This is an optimization exercise on Yosys and OpenROAD, whose aim is small area, a short achievable clock period and few clock cycles per item, not a production implementation. Where RTL was checked, it was by simulation tests only, not by an equivalence proof against the original. No activity file was given, so power comes from the tool's default toggle rates.

==> flow/design.v <==
package psb_pkg;
    localparam int NUM_SEM    = 8;
    localparam int MAX_TASKS  = 32;
    localparam int CNT_W      = 16;
    localparam int S_TDATA_W  = 48;
    localparam int M_TDATA_W  = 16;
    localparam int CFG_DATA_W = 64;
    localparam logic [1:0] ST_OK      = 2'd0;
    localparam logic [1:0] ST_BLOCKED = 2'd1;
    localparam logic [1:0] ST_REFUSED = 2'd2;
    localparam logic [1:0] ST_TIMEOUT = 2'd3;
endpackage
module psb_prienc (
    input  logic [31:0] vec,
    output logic [31:0] drop,
    output logic [5:0]  prio,
    output logic        two
);
    logic [31:0] s [6];    
    logic [31:0] above;    
    logic [31:0] top;
    logic [15:0] a1, t1;   
    logic [7:0]  a2, t2;
    logic [3:0]  a3, t3;
    logic [1:0]  a4, t4;
    always_comb begin
        s[0] = vec;
        for (int k = 0; k < 5; k++) begin
            for (int i = 0; i < 32; i++) begin
                if (((i >> k) & 1) == 0) s[k+1][i] = s[k][i] | s[k][((i >> k) + 1) << k];
                else                     s[k+1][i] = s[k][i];
            end
        end
        above = {1'b0, s[5][31:1]};
        drop  = vec & above;
        top   = vec & ~above;
        prio  = '0;
        for (int i = 0; i < 32; i++) begin
            prio = prio | ({6{top[i]}} & 6'(i + 1));
        end
        for (int i = 0; i < 16; i++) begin
            a1[i] = vec[2*i] | vec[2*i+1];
            t1[i] = vec[2*i] & vec[2*i+1];
        end
        for (int i = 0; i < 8; i++) begin
            a2[i] = a1[2*i] | a1[2*i+1];
            t2[i] = t1[2*i] | t1[2*i+1] | (a1[2*i] & a1[2*i+1]);
        end
        for (int i = 0; i < 4; i++) begin
            a3[i] = a2[2*i] | a2[2*i+1];
            t3[i] = t2[2*i] | t2[2*i+1] | (a2[2*i] & a2[2*i+1]);
        end
        for (int i = 0; i < 2; i++) begin
            a4[i] = a3[2*i] | a3[2*i+1];
            t4[i] = t3[2*i] | t3[2*i+1] | (a3[2*i] & a3[2*i+1]);
        end
        two = t4[0] | t4[1] | (a4[0] & a4[1]);
    end
endmodule
module psb_core (
    input  logic        aclk,
    input  logic        aresetn,
    input  logic        cfg_mask,     
    input  logic        cfg_counts,   
    input  logic [63:0] cfg_data,
    input  logic [7:0]  rd_sel,       
    input  logic [7:0]  rd_bank,      
    input  logic        ex_fire,
    input  logic [7:0]  sel,          
    input  logic [4:0]  pidx,
    input  logic        op_wait,      
    input  logic        op_block,     
    input  logic        op_sig,       
    input  logic        op_res,       
    output logic [1:0]  status,
    output logic        rel_valid,
    output logic [5:0]  rel_prio
);
    logic [7:0]  cmask_reg;
    logic [15:0] cnt_reg  [8];
    logic [31:0] mask_reg [8];
    logic [7:0]  any_reg;     
    logic [15:0] c;
    logic [31:0] b;
    logic        z, full, any, cm;
    logic [15:0] rc;
    logic [31:0] rb;
    logic [15:0] pz [5];
    logic [15:0] po [5];
    logic [15:0] lz, lo;
    logic        eq1, eqfe;
    logic [31:0] pbit;
    logic        hit;         
    logic [31:0] drop;
    logic [5:0]  top_prio;
    logic        two;
    logic        dec, inc, blk;
    logic [15:0] cnt_new;
    logic [31:0] mask_new;
    logic        z_new, full_new, any_new;
    logic        keep;
    logic [15:0] cnt_base;
    logic [31:0] mask_wd;
    logic        any_wd;
    logic        rany;
    logic        fwd;
    logic        rcm;
    logic [7:0]  rsel;
    always_ff @(posedge aclk) begin
        if (!aresetn) begin
            cmask_reg <= '0;
        end else if (cfg_mask) begin
            cmask_reg <= cfg_data[7:0];
        end
    end
    always_comb begin
        pz[0] = ~c;
        po[0] = c;
        for (int k = 0; k < 4; k++) begin
            for (int i = 0; i < 16; i++) begin
                if ((i >> k) & 1) begin
                    pz[k+1][i] = pz[k][i] & pz[k][((i >> k) << k) - 1];
                    po[k+1][i] = po[k][i] & po[k][((i >> k) << k) - 1];
                end else begin
                    pz[k+1][i] = pz[k][i];
                    po[k+1][i] = po[k][i];
                end
            end
        end
        lz = {pz[4][14:0], 1'b1};
        lo = {po[4][14:0], 1'b1};
    end
    assign eq1  = c[0] & (c[15:1] == 15'd0);
    assign eqfe = ~c[0] & (c[15:1] == 15'h7FFF);
    always_comb begin
        for (int i = 0; i < 32; i++) pbit[i] = (pidx == 5'(i));
    end
    assign hit = |(b & pbit);
    psb_prienc u_prienc (
        .vec  (b),
        .drop (drop),
        .prio (top_prio),
        .two  (two)
    );
    assign dec     = op_wait & ~z;
    assign inc     = op_sig & ~any & (cm ? ~full : z);
    assign blk     = op_block & z;
    assign cnt_new = c ^ (({16{dec}} & lz) | ({16{inc}} & lo));
    always_comb begin
        mask_new = b;
        if (op_sig)      mask_new = drop;
        else if (op_res) mask_new = b & ~pbit;
        else if (blk)    mask_new = b | pbit;
    end
    assign z_new    = dec ? eq1 : (z & ~inc);
    assign full_new = inc ? eqfe : (full & ~dec);
    assign any_new  = op_sig ? two :
                      op_res ? ((b & ~pbit) != 32'd0) :
                      (any | blk);
    always_comb begin
        status = psb_pkg::ST_REFUSED;
        if (op_wait) begin
            if (!z)            status = psb_pkg::ST_OK;
            else if (op_block) status = psb_pkg::ST_BLOCKED;
        end else if (op_sig) begin
            if (any | inc)     status = psb_pkg::ST_OK;
        end else if (op_res) begin
            status = hit ? psb_pkg::ST_TIMEOUT : psb_pkg::ST_OK;
        end
    end
    assign rel_valid = op_sig & any;
    assign rel_prio  = op_sig ? top_prio : 6'd0;
    assign keep     = aresetn & ~cfg_counts;
    assign cnt_base = cnt_new & {16{keep}};
    assign mask_wd  = mask_new & {32{keep}};
    assign any_wd   = any_new & keep;
    for (genvar s = 0; s < 8; s++) begin : g_sem
        logic        we;
        logic [7:0]  bt;
        logic [15:0] cw;
        assign bt = cfg_data[8*s +: 8];
        assign we = ~aresetn | cfg_counts | (ex_fire & sel[s]);
        assign cw[15:8] = cnt_base[15:8];
        assign cw[7:0]  = cfg_counts ?
                          {bt[7:1] & {7{cmask_reg[s]}}, cmask_reg[s] ? bt[0] : (bt != 8'd0)} :
                          cnt_base[7:0];
        always_ff @(posedge aclk) begin
            if (we) begin
                cnt_reg[s]  <= cw;
                mask_reg[s] <= mask_wd;
                any_reg[s]  <= any_wd;
            end
        end
    end
    assign fwd  = ex_fire & ((rd_sel & sel) != 8'd0);
    assign rsel = rd_bank;
    always_comb begin
        rc  = '0;
        rb  = '0;
        rcm = 1'b0;
        rany = 1'b0;
        for (int s = 0; s < 8; s++) begin
            rany = rany | (any_reg[s] & rsel[s]);
            rc  = rc  | (cnt_reg[s]  & {16{rsel[s]}});
            rb  = rb  | (mask_reg[s] & {32{rsel[s]}});
            rcm = rcm | (cmask_reg[s] & rsel[s]);
        end
    end
    always_ff @(posedge aclk) begin
        if (fwd) begin
            c    <= cnt_new;
            b    <= mask_new;
            z    <= z_new;
            full <= full_new;
            any  <= any_new;
        end else begin
            c    <= rc;
            b    <= rb;
            z    <= (rc == 16'd0);
            full <= (rc == 16'hFFFF);
            any  <= rany;
        end
        cm <= rcm;
    end
endmodule
module priority_semaphore_bank_top (
    input  logic         aclk,
    input  logic         aresetn,
    input  logic         s_tvalid,
    output logic         s_tready,
    input  logic [47:0]  s_tdata,
    output logic         m_tvalid,
    input  logic         m_tready,
    output logic [15:0]  m_tdata,
    input  logic         cfg_valid,
    output logic         cfg_ready,
    input  logic [0:0]   cfg_index,
    input  logic [63:0]  cfg_data
);
    typedef struct packed {
        logic [7:0] sel;
        logic [4:0] pidx;
        logic       op_wait;
        logic       op_block;
        logic       op_sig;
        logic       op_res;
    } req_t;
    logic       r_vld, x_vld, o0_vld, o1_vld;
    req_t       r_req, x_req, s_req;
    logic [8:0] o0, o1, rsp;
    logic       s_fire, x_fire, r_move, o_pop;
    logic       r_vld_n, x_vld_n, o0_vld_n, o1_vld_n, r_move_n;
    logic [7:0] bank_n, bank_sel;
    logic [1:0] mode;
    logic [5:0] prio;
    logic       prio_ok, tmo_nz;
    logic [1:0] status;
    logic       rel_valid;
    logic [5:0] rel_prio;
    assign mode    = s_tdata[1:0];
    assign prio    = s_tdata[10:5];
    assign tmo_nz  = |s_tdata[42:11];
    assign prio_ok = (prio != 6'd0) && (prio <= 6'd32);
    assign s_req.sel      = 8'd1 << s_tdata[4:2];
    assign s_req.pidx     = prio[4:0] - 5'd1;
    assign s_req.op_wait  = (mode == 2'd0);
    assign s_req.op_block = (mode == 2'd0) && tmo_nz && prio_ok;
    assign s_req.op_sig   = (mode == 2'd1);
    assign s_req.op_res   = (mode == 2'd2) && prio_ok;
    assign cfg_ready = 1'b1;
    assign x_fire   = x_vld && !o1_vld;
    assign r_move   = r_vld && (!x_vld || x_fire);
    assign s_tready = !r_vld || !x_vld || x_fire;
    assign s_fire   = s_tvalid && s_tready;
    assign o_pop    = o0_vld && m_tready;
    always_comb begin
        if (!aresetn) begin
            r_vld_n  = 1'b0;
            x_vld_n  = 1'b0;
            o0_vld_n = 1'b0;
            o1_vld_n = 1'b0;
        end else begin
            r_vld_n = s_fire || (r_vld && !r_move);
            x_vld_n = r_move || (x_vld && !x_fire);
            if (!o0_vld || o_pop) begin
                o0_vld_n = o1_vld || x_fire;
                o1_vld_n = 1'b0;
            end else begin
                o0_vld_n = o0_vld;
                o1_vld_n = o1_vld || x_fire;
            end
        end
        r_move_n = r_vld_n && (!x_vld_n || !o1_vld_n);
        bank_n   = r_move_n ? (s_fire ? s_req.sel : r_req.sel) :
                              (r_move ? r_req.sel : x_req.sel);
    end
    always_ff @(posedge aclk) begin
        r_vld    <= r_vld_n;
        x_vld    <= x_vld_n;
        o0_vld   <= o0_vld_n;
        o1_vld   <= o1_vld_n;
        bank_sel <= bank_n;
    end
    assign rsp = {rel_prio, rel_valid, status};
    always_ff @(posedge aclk) begin
        if (s_fire) r_req <= s_req;
        if (r_move) x_req <= r_req;
        if (!o0_vld || o_pop) begin
            o0 <= o1_vld ? o1 : rsp;
        end else if (!o1_vld) begin
            o1 <= rsp;
        end
    end
    psb_core u_core (
        .aclk       (aclk),
        .aresetn    (aresetn),
        .cfg_mask   (cfg_valid && (cfg_index == 1'b0)),
        .cfg_counts (cfg_valid && (cfg_index == 1'b1)),
        .cfg_data   (cfg_data),
        .rd_sel     (r_req.sel),
        .rd_bank    (bank_sel),
        .ex_fire    (x_fire),
        .sel        (x_req.sel),
        .pidx       (x_req.pidx),
        .op_wait    (x_req.op_wait),
        .op_block   (x_req.op_block),
        .op_sig     (x_req.op_sig),
        .op_res     (x_req.op_res),
        .status     (status),
        .rel_valid  (rel_valid),
        .rel_prio   (rel_prio)
    );
    assign m_tvalid = o0_vld;
    assign m_tdata  = {7'd0, o0};
endmodule
Settings: LEC_CHECK=0, CAP_MARGIN=20, CORE_MARGIN=2, CORE_UTILIZATION=40, CTS_BUF_LIST=sky130_fd_sc_hd__clkbuf_8, CTS_CLUSTER_DIAMETER=80, CTS_CLUSTER_SIZE=16, SETUP_SLACK_MARGIN=2.5, SLEW_MARGIN=20; clock period 5.0 ns.
run.sh (not shown) runs the stock make flow with config.mk's settings and CLKGATE_MAP_FILE= SYNTH_SCRIPT=/design/flow/synth_recipe.tcl, a recipe that flattens the netlist after the stock synthesis.
Then changed:
--- a/flow/design.v
+++ b/flow/design.v
@@ -134,9 +134,9 @@
     assign eqfe = ~c[0] & (c[15:1] == 15'h7FFF);
     always_comb begin
         for (int i = 0; i < 32; i++) pbit[i] = (pidx == 5'(i));
     end
-    assign hit = |(b & pbit);
+    assign hit = b[pidx];
     psb_prienc u_prienc (
         .vec  (b),
         .drop (drop),
         .prio (top_prio),
@@ -154,9 +154,9 @@
     end
     assign z_new    = dec ? eq1 : (z & ~inc);
     assign full_new = inc ? eqfe : (full & ~dec);
     assign any_new  = op_sig ? two :
-                      op_res ? ((b & ~pbit) != 32'd0) :
+                      op_res ? (two | (any & ~hit)) :
                       (any | blk);
     always_comb begin
         status = psb_pkg::ST_REFUSED;
         if (op_wait) begin
Result: Clock-buffer cell count rises by 1. Fmax rises by a few percent. Final area falls by a few percent. Non-clock buffer count falls by 15. Sequential power falls slightly. Cell count falls by a few percent. Via count falls by a little under a tenth. Worst hold slack hardly moves. Routed wire length falls by roughly a tenth. Worst setup slack gets better by 70 ps. Area after synthesis falls by a few percent.
Testbench counts after the change, summed over its fixed seeds: cycles 19,296, items 19,200.
Function not checked in the first run of this note: the RTL went through the layout flow alone.

## port drivers added, routing unchanged
How much do the figures lean on ideal ports? The routed layouts below were timed once more, with nothing changed but the port constraints. Step 1: set_driving_cell puts a clkbuf_16 on aclk and a buf_2 on each other input, an assumption about the parent block. Step 2 moves the port delays by t, midway between the first and last clock arrival at a register: inputs arrive t later, outputs are due t later. That takes back most of the time a late clock gives input paths. Three values: ideal ports, drivers, drivers and shift; two values: the first two.
| run | t (ns) | setup slack, ns | worst register clock-pin slew, ns | cell pins on the clock port's net |
|---|---|---|---|---|
| the first run | 0.706 | 2.357 / 2.382 / 1.675 | 0.11 / 0.11 | 1 |
| the second run | 0.685 | 2.427 / 2.427 / 1.854 | 0.11 / 0.11 | 1 |
After both steps setup and hold are still met in every run listed. The setup slack of the first run, which loses most, moves by +0.025 ns with the drivers and by -0.682 ns with both steps.
